Source: an optimization exercise on an open RTL-to-GDS flow (aim: small area). Production flows keep margins and buffers that such runs may drop.
In this exercise RTL edits were held to simulation tests only and were not proved equivalent to the original.
Power figures rest on the tool's default switching activity, not on a simulated workload.

**design/flow/design.v**
```verilog
`default_nettype none
package wb_pkg;
	localparam int ADDR_W = 32;
	localparam int DATA_W = 64;
	localparam int OFFSET_W = 3;
	localparam int ID_W = 4;
	localparam int LINE_W = ADDR_W + DATA_W;
	typedef logic [ADDR_W-1:0] addr_t;
	typedef logic [DATA_W-1:0] data_t;
	typedef logic [ID_W-1:0] axi_id_t;
	typedef enum logic {
		WBQ_IDLE,	 
		WBQ_READY	 
	} wbq_state_t;
endpackage
`default_nettype wire
`default_nettype none
module wb_fifo #(
	parameter int DEPTH = 4,
	parameter int WIDTH = 8
) (
	input  logic             clk,
	input  logic             rst_n,
	input  logic             push_i,
	input  logic [WIDTH-1:0] push_data_i,
	output logic             afull_o,
	output logic             empty_o,
	input  logic             pop_i,
	output logic [WIDTH-1:0] head_o
);
	localparam int PTR_W = (DEPTH > 1) ? $clog2(DEPTH) : 1;
	localparam int CNT_W = $clog2(DEPTH + 1);
	logic [WIDTH-1:0] mem [DEPTH];
	logic [PTR_W-1:0] wptr_q;
	logic [PTR_W-1:0] rptr_q;
	logic [CNT_W-1:0] count_q;
	logic             do_push;
	logic             do_pop;
	assign do_push = push_i && (count_q != CNT_W'(DEPTH));
	assign do_pop  = pop_i && (count_q != '0);
	always_ff @(posedge clk) begin
		if (!rst_n) begin
			wptr_q  <= '0;
			rptr_q  <= '0;
			count_q <= '0;
		end else begin
			if (do_push) begin
				wptr_q <= (wptr_q == PTR_W'(DEPTH - 1)) ? '0 : wptr_q + 1'b1;
			end
			if (do_pop) begin
				rptr_q <= (rptr_q == PTR_W'(DEPTH - 1)) ? '0 : rptr_q + 1'b1;
			end
			case ({do_push, do_pop})
				2'b10:   count_q <= count_q + 1'b1;
				2'b01:   count_q <= count_q - 1'b1;
				default: count_q <= count_q;
			endcase
		end
	end
	always_ff @(posedge clk) begin
		if (do_push) begin
			mem[wptr_q] <= push_data_i;
		end
	end
	assign head_o  = mem[rptr_q];	 
	assign empty_o = (count_q == '0);
	assign afull_o = (count_q >= CNT_W'(DEPTH - 1));
endmodule
`default_nettype wire
`default_nettype none
module wb_queue #(
	parameter int FIFO_DEPTH = 4
) (
	input  logic          clk,
	input  logic          rst_n,
	input  logic          push_i,
	input  wb_pkg::addr_t push_addr_i,
	input  wb_pkg::data_t push_data_i,
	output logic          afull_o,
	output logic          req_o,
	output wb_pkg::addr_t addr_o,
	output wb_pkg::data_t data_o,
	input  logic          gnt_ready_i
);
	wb_pkg::wbq_state_t state_q;
	wb_pkg::wbq_state_t state_d;
	logic [wb_pkg::LINE_W-1:0] fifo_head;
	logic                      fifo_empty;
	logic                      fifo_pop;
	logic                      load;
	wb_pkg::addr_t             head_addr;
	wb_pkg::addr_t             addr_q;
	wb_pkg::data_t             data_q;
	wb_fifo #(
		.DEPTH (FIFO_DEPTH),
		.WIDTH (wb_pkg::LINE_W)
	) u_fifo (
		.clk         (clk),
		.rst_n       (rst_n),
		.push_i      (push_i),
		.push_data_i ({push_addr_i, push_data_i}),
		.afull_o     (afull_o),
		.empty_o     (fifo_empty),
		.pop_i       (fifo_pop),
		.head_o      (fifo_head)
	);
	assign head_addr = fifo_head[wb_pkg::DATA_W +: wb_pkg::ADDR_W];
	always_comb begin
		state_d  = state_q;
		load     = 1'b0;
		fifo_pop = 1'b0;
		case (state_q)
			wb_pkg::WBQ_IDLE: begin
				if (!fifo_empty) begin
					load    = 1'b1;
					state_d = wb_pkg::WBQ_READY;
				end
			end
			wb_pkg::WBQ_READY: begin
				if (gnt_ready_i) begin
					fifo_pop = 1'b1;
					state_d  = wb_pkg::WBQ_IDLE;
				end
			end
			default: state_d = wb_pkg::WBQ_IDLE;
		endcase
	end
	always_ff @(posedge clk) begin
		if (!rst_n) begin
			state_q <= wb_pkg::WBQ_IDLE;
		end else begin
			state_q <= state_d;
		end
	end
	always_ff @(posedge clk) begin
		if (load) begin
			addr_q <= {head_addr[wb_pkg::ADDR_W-1:wb_pkg::OFFSET_W],
				{wb_pkg::OFFSET_W{1'b0}}};	 
			data_q <= fifo_head[wb_pkg::DATA_W-1:0];
		end
	end
	assign req_o  = (state_q == wb_pkg::WBQ_READY);	 
	assign addr_o = addr_q;
	assign data_o = data_q;
endmodule
`default_nettype wire
`default_nettype none
module evict_router #(
	parameter int NUM_BANKS = 4
) (
	input  logic                 evict_i,
	input  wb_pkg::addr_t        evict_addr_i,
	input  logic [NUM_BANKS-1:0] bank_afull_i,
	output logic [NUM_BANKS-1:0] push_o,
	output logic                 evict_afull_o
);
	localparam int BANK_W = (NUM_BANKS > 1) ? $clog2(NUM_BANKS) : 1;
	logic [BANK_W-1:0] bank_sel;
	generate
		if (NUM_BANKS > 1) begin : g_decode
			assign bank_sel = evict_addr_i[wb_pkg::OFFSET_W +: BANK_W];
		end else begin : g_single
			assign bank_sel = '0;
		end
	endgenerate
	always_comb begin
		push_o = '0;
		for (int k = 0; k < NUM_BANKS; k++) begin
			if (evict_i && (bank_sel == BANK_W'(k))) begin
				push_o[k] = 1'b1;
			end
		end
	end
	assign evict_afull_o = |bank_afull_i;
endmodule
`default_nettype wire
`default_nettype none
module axi_wr_arbiter #(
	parameter int NUM_BANKS = 4
) (
	input  logic                 clk,
	input  logic                 rst_n,
	input  logic [NUM_BANKS-1:0] req_i,
	input  logic [NUM_BANKS-1:0][wb_pkg::ADDR_W-1:0] addr_i,
	input  logic [NUM_BANKS-1:0][wb_pkg::DATA_W-1:0] data_i,
	output logic [NUM_BANKS-1:0] gnt_ready_o,
	output wb_pkg::axi_id_t      awid_o,
	output wb_pkg::addr_t        awaddr_o,
	output logic                 awvalid_o,
	input  logic                 awready_i,
	output wb_pkg::axi_id_t      wid_o,
	output wb_pkg::data_t        wdata_o,
	output logic                 wvalid_o,
	input  logic                 wready_i
);
	localparam int IDX_W = (NUM_BANKS > 1) ? $clog2(NUM_BANKS) : 1;
	logic [IDX_W-1:0] last_q;	 
	logic             locked_q;
	logic [IDX_W-1:0] lock_idx_q;
	logic [IDX_W-1:0] pick;
	logic             found;
	logic [IDX_W-1:0] sel;
	logic             valid;
	logic             handshake;
	always_comb begin
		pick  = last_q;
		found = 1'b0;
		for (int i = 1; i <= NUM_BANKS; i++) begin
			if (!found && req_i[(int'(last_q) + i) % NUM_BANKS]) begin
				pick  = IDX_W'((int'(last_q) + i) % NUM_BANKS);
				found = 1'b1;
			end
		end
	end
	assign sel       = locked_q ? lock_idx_q : pick;
	assign valid     = locked_q || found;
	assign handshake = valid && awready_i && wready_i;
	always_comb begin
		gnt_ready_o = '0;
		gnt_ready_o[sel] = handshake;
	end
	always_ff @(posedge clk) begin
		if (!rst_n) begin
			last_q     <= '0;
			locked_q   <= 1'b0;
			lock_idx_q <= '0;
		end else if (handshake) begin
			last_q   <= sel;
			locked_q <= 1'b0;
		end else if (valid) begin
			locked_q   <= 1'b1;
			lock_idx_q <= sel;
		end
	end
	assign awvalid_o = valid;
	assign wvalid_o  = valid;
	assign awid_o    = wb_pkg::axi_id_t'(sel);
	assign wid_o     = wb_pkg::axi_id_t'(sel);
	assign awaddr_o  = addr_i[sel];
	assign wdata_o   = data_i[sel];
endmodule
`default_nettype wire
`default_nettype none
module wb_subsys #(
	parameter int NUM_BANKS  = 4,
	parameter int FIFO_DEPTH = 4
) (
	input  logic            clk,
	input  logic            rst_n,
	input  logic            evict_i,
	input  wb_pkg::addr_t   evict_addr_i,
	input  wb_pkg::data_t   evict_data_i,
	output logic            evict_afull_o,
	output wb_pkg::axi_id_t awid_o,
	output wb_pkg::addr_t   awaddr_o,
	output logic            awvalid_o,
	input  logic            awready_i,
	output wb_pkg::axi_id_t wid_o,
	output wb_pkg::data_t   wdata_o,
	output logic            wvalid_o,
	input  logic            wready_i
);
	logic [NUM_BANKS-1:0] push;
	logic [NUM_BANKS-1:0] bank_afull;
	logic [NUM_BANKS-1:0] req;
	logic [NUM_BANKS-1:0] gnt_ready;
	logic [NUM_BANKS-1:0][wb_pkg::ADDR_W-1:0] q_addr;
	logic [NUM_BANKS-1:0][wb_pkg::DATA_W-1:0] q_data;
	evict_router #(
		.NUM_BANKS (NUM_BANKS)
	) u_router (
		.evict_i       (evict_i),
		.evict_addr_i  (evict_addr_i),
		.bank_afull_i  (bank_afull),
		.push_o        (push),
		.evict_afull_o (evict_afull_o)
	);
	generate
		for (genvar k = 0; k < NUM_BANKS; k++) begin : g_bank
			wb_queue #(
				.FIFO_DEPTH (FIFO_DEPTH)
			) u_queue (
				.clk         (clk),
				.rst_n       (rst_n),
				.push_i      (push[k]),
				.push_addr_i (evict_addr_i),
				.push_data_i (evict_data_i),
				.afull_o     (bank_afull[k]),
				.req_o       (req[k]),
				.addr_o      (q_addr[k]),
				.data_o      (q_data[k]),
				.gnt_ready_i (gnt_ready[k])
			);
		end
	endgenerate
	axi_wr_arbiter #(
		.NUM_BANKS (NUM_BANKS)
	) u_arbiter (
		.clk         (clk),
		.rst_n       (rst_n),
		.req_i       (req),
		.addr_i      (q_addr),
		.data_i      (q_data),
		.gnt_ready_o (gnt_ready),
		.awid_o      (awid_o),
		.awaddr_o    (awaddr_o),
		.awvalid_o   (awvalid_o),
		.awready_i   (awready_i),
		.wid_o       (wid_o),
		.wdata_o     (wdata_o),
		.wvalid_o    (wvalid_o),
		.wready_i    (wready_i)
	);
endmodule
`default_nettype wire
```
**design/flow/run.sh**
```bash
#!/bin/bash
# synth_recipe.tcl (not shown) runs the flow's synth.tcl, then flattens the netlist and writes it again
# the make line also repeats each setting of config.mk as NAME=value (left out here)
make -C /OpenROAD-flow-scripts/flow DESIGN_CONFIG=/design/flow/config.mk WORK_HOME=/design/flow/orfs CLKGATE_MAP_FILE= SYNTH_SCRIPT=/design/flow/synth_recipe.tcl finish
```
**design/flow/config.mk**
```make
export PLATFORM = sky130hd
export DESIGN_NAME = wb_subsys
export DESIGN_NICKNAME = wb_subsys
export VERILOG_FILES = /design/flow/design.v
export SDC_FILE = /design/flow/constraint.sdc
export NUM_CORES = 4
export LEC_CHECK = 0
export CAP_MARGIN = 20
export CORE_MARGIN = 2
export CORE_UTILIZATION = 40
export SLEW_MARGIN = 20
```
**design/flow/constraint.sdc**
```tcl
create_clock -name core_clock -period 6.0 [get_ports {clk}]
set_input_delay 1.2000 -clock core_clock [delete_from_list [all_inputs] [get_ports {clk}]]
set_output_delay 1.2000 -clock core_clock [all_outputs]
set_load 0.01 [all_outputs]
```
==> impl_metrics.env <==
export IMPL_status="complete, no violations"
export IMPL_synth_distinct_cells=55
export IMPL_setup_worst_path_start="u_arbiter.locked_q"
export IMPL_slowest_stage="clkdlybuf4s50_1"
export IMPL_postPlaceCellArea_um2=77800
export IMPL_leakage_uw=0.0256
export IMPL_syn_inst=3156
export IMPL_met3_length_mm=10.4
export IMPL_synth_top_area_share_pct=77.3
export IMPL_final_nets=3579
export IMPL_wire_per_inst_um=30.4
export IMPL_nFillCells=14700
export IMPL_period_share_pct=95.4
export IMPL_avgSynthCellArea_um2=22.9
export IMPL_max_stage_delay_ps=630
export IMPL_first_global_vias=35100
export IMPL_powerDensity_nw_per_um2=348
export IMPL_io_pins=208
export IMPL_r2r_start="u_arbiter.locked_q"
export IMPL_cts_root_buf="clkbuf_16"
export IMPL_die_h_um=429
export IMPL_timing_hold_ws_ps=495
export IMPL_hp_start="u_arbiter.lock_idx_q[0]"
export IMPL_hold_buffers=0
export IMPL_syn_area_um2=72300
export IMPL_num_vias=34600
export IMPL_gp_congestion=0.752
export IMPL_slew_headroom_pct=35.0
export IMPL_ys_flop_type="edfxtp_1"
export IMPL_core_area_um2=180000
export IMPL_grt_max_degree=94
export IMPL_worst_pin_slew_ps=974
export IMPL_grt_util_all_layers_pct=19.7
export IMPL_clk_pin_slew_ps=60
export IMPL_areaGrowthSynthToFinish_pct=15.6
export IMPL_crit_buf_inv=2
export IMPL_cts_sinks=1897
export IMPL_async_flop_share_pct=0
export IMPL_wirelength_mm=182
export IMPL_end_kind="primary output"
export IMPL_cts_setup_buffers=0
export IMPL_rsz0062_at_grt="no"
export IMPL_worstPathMaxFanout=34
export IMPL_hold_viol=0
export IMPL_stdcell_area_um2=83600
export IMPL_synthTopCellsByArea="edfxtp_1 77%, mux4_2 12%, mux2_2 2.9%, a222oi_1 2.6%, mux2i_1 1.4%"
export IMPL_postRouteAntennaNets=0
export IMPL_htree_levels=4
export IMPL_worstSkewPairLatency_ps=830
export IMPL_crit_path_start_kind="flop"
export IMPL_routed_top_layer="met5"
export IMPL_viasPerCell=5.78
export IMPL_finClkSkew_ps=34.0
export IMPL_required_ps=4800
export IMPL_yosysSeqAreaShare_pct=78.3
export IMPL_wl_met2_mm=93.7
export IMPL_clockBufferDepth=3
export IMPL_critPathTopFamily="simple AND/OR/NAND/NOR gates"
export IMPL_ir_worst_vdd_mv=0.310
export IMPL_hpwlAfterDp_mm=91.9
export IMPL_path_cells="and2b_1 > or3b_1 > a22oi_4 > or2_4 > buf_4 > mux2i_1 > clkdlybuf4s50_1"
export IMPL_path_class="reg2out"
export IMPL_die_area_um2=184000
export IMPL_cap_viol_max_count=0
export IMPL_fmax_ghz=0.175
export IMPL_synth_edf_count=1860
export IMPL_ys_warnings_count=4
export IMPL_dr_pass1_iters=9
export IMPL_setup_viol=0
export IMPL_period_needed_ps=5720
export IMPL_antenna_found_initial=23
export IMPL_grt_pass1_wl_mm=259
export IMPL_synth_area_leader_cell="edfxtp_1"
export IMPL_synth_seq_cells=1897
export IMPL_finalSetupTns_ps=0
export IMPL_drtIter0Drc=3981
export IMPL_hp_class="reg2reg"
export IMPL_layout_commonest_cell="edfxtp_1"
export IMPL_numCtsBuffers=186
export IMPL_io_buffer_count=197
export IMPL_cts_tree="built"
export IMPL_cts_resized=0
export IMPL_drv_slew=0
export IMPL_wl_met1_mm=72.7
export IMPL_drive_gt1_share_pct=25.9
export IMPL_fp_dieW_um=429
export IMPL_drc=0
export IMPL_start_util_pct=40.1
export IMPL_dpl_worst_slack_ps=1070
export IMPL_setup_slack_ps=277
export IMPL_rows=156
export IMPL_layout_common_cells="1,860 x edfxtp_1, 372 x mux4_2, 197 x clkdlybuf4s50_1"
export IMPL_worstPathArrival_ps=4520
export IMPL_grt_ovfl_total=0
## per-layer routing
layer	up-vias	GRT usage (%)
li1	14300	-
met1	18800	25.6
met2	1257	33.8
met3	288	2.88
met4	8	6.86
met5	-	0
## synth_stat cells, types with 6 or more instances
library cell  count
ha_1             25
buf_1            30
clkbuf_1        104
buf_2            37
o21ai_0          12
inv_1            26
mux2_2          186
nand2_1          17
a222oi_1        186
mux2i_1         101
or3_1             7
xor2_1            8
nor2_1           32
and2_1           16
buf_4            11
mux4_2          372
nor2b_1           6
dfxtp_1          37
buf_6            10
edfxtp_1       1860
a21oi_1          17
## final cells by class
class	count	area (um2)	area share, %
inverters	28	105	0.126
repair buffers	291	3300	3.95
multi-input cells	1045	14800	17.7
clock inverters	100	888	1.06
well taps	2370	2970	3.55
diodes	13	32.5	0.0389
clock buffers	240	4860	5.81
flip-flops and latches	1897	56600	67.7
## cells by family after synthesis
family	share of synthesized area (%)
compound gates	3.05
buf+inv	1.37
fa+ha+maj	0.543
other cells	0.00519
mux	15.9
simple gates	0.767
xor+xnor	0.0969
flops	78.3
## metrics by stage
step / util [%] / instances / power (uW)
floorplan: - / 3162 / 16700
global placement: 43.2 / 5631 / 18300
detailed placement: 43.2 / 5631 / 18300
CTS: 46.4 / 5971 / 29400
global route: 46.4 / 5981 / 30000
finish: 46.4 / 5984 / 29100
## flip-flops by register name, summed over array words and instances, names as in the netlist
signal,cells
g_bank.u_queue.u_fifo.mem,1488
g_bank.u_queue.data_q,256
g_bank.u_queue.addr_q,116
g_bank.u_queue.u_fifo.count_q,12
g_bank.u_queue.u_fifo.rptr_q,8
g_bank.u_queue.u_fifo.wptr_q,8
g_bank.u_queue.state_q,4
u_arbiter.last_q,2
u_arbiter.lock_idx_q,2
u_arbiter.locked_q,1
## path summary, 6_finish.rpt
kind         depth (start not counted)  slack (ps)                                  end
max                                  7         280                         awaddr_o[11]
min                                  2         500              u_arbiter.lock_idx_q[0]
max reg2reg                         14        1250  g_bank[3].u_queue.u_fifo.count_q[2]
min reg2reg                          2         500              u_arbiter.lock_idx_q[0]
## where the power goes
part	internal [uW]	switching [uW]
Clock	6130	4970
Combinational	1280	1800
Sequential	14800	121
## worst min-delay path, cell delays in order (launching register included)
cell and delay [ps]:
dfxtp_1 320, nand3_1 70, o31ai_1 60

## afterwards: timing with drivers on the ports
How much do the figures lean on ideal ports? The routed layout below was timed once more, with nothing changed but the port constraints. Step 1: set_driving_cell puts a clkbuf_16 on clk and a buf_2 on each other input, an assumption about the parent block. Step 2 moves the port delays by t, midway between the first and last clock arrival at a register: inputs arrive t later, outputs are due t later. That takes back most of the time a late clock gives input paths. a / b / c = ideal ports / drivers / drivers and shift; a / b = the first two.
t (ns): 0.899
slack for setup (ns): 0.277 / 0.191 / 1.091
worst hold slack (ns): 0.495 / 0.495 / 0.495
worst register clock-pin slew, ns: 0.07 / 0.07
worst data-port slew with drivers (ns): 0.18
After both steps setup and hold are still met in this run. For this run, drivers alone change the setup slack by -0.086 ns; drivers and shift together by +0.814 ns.
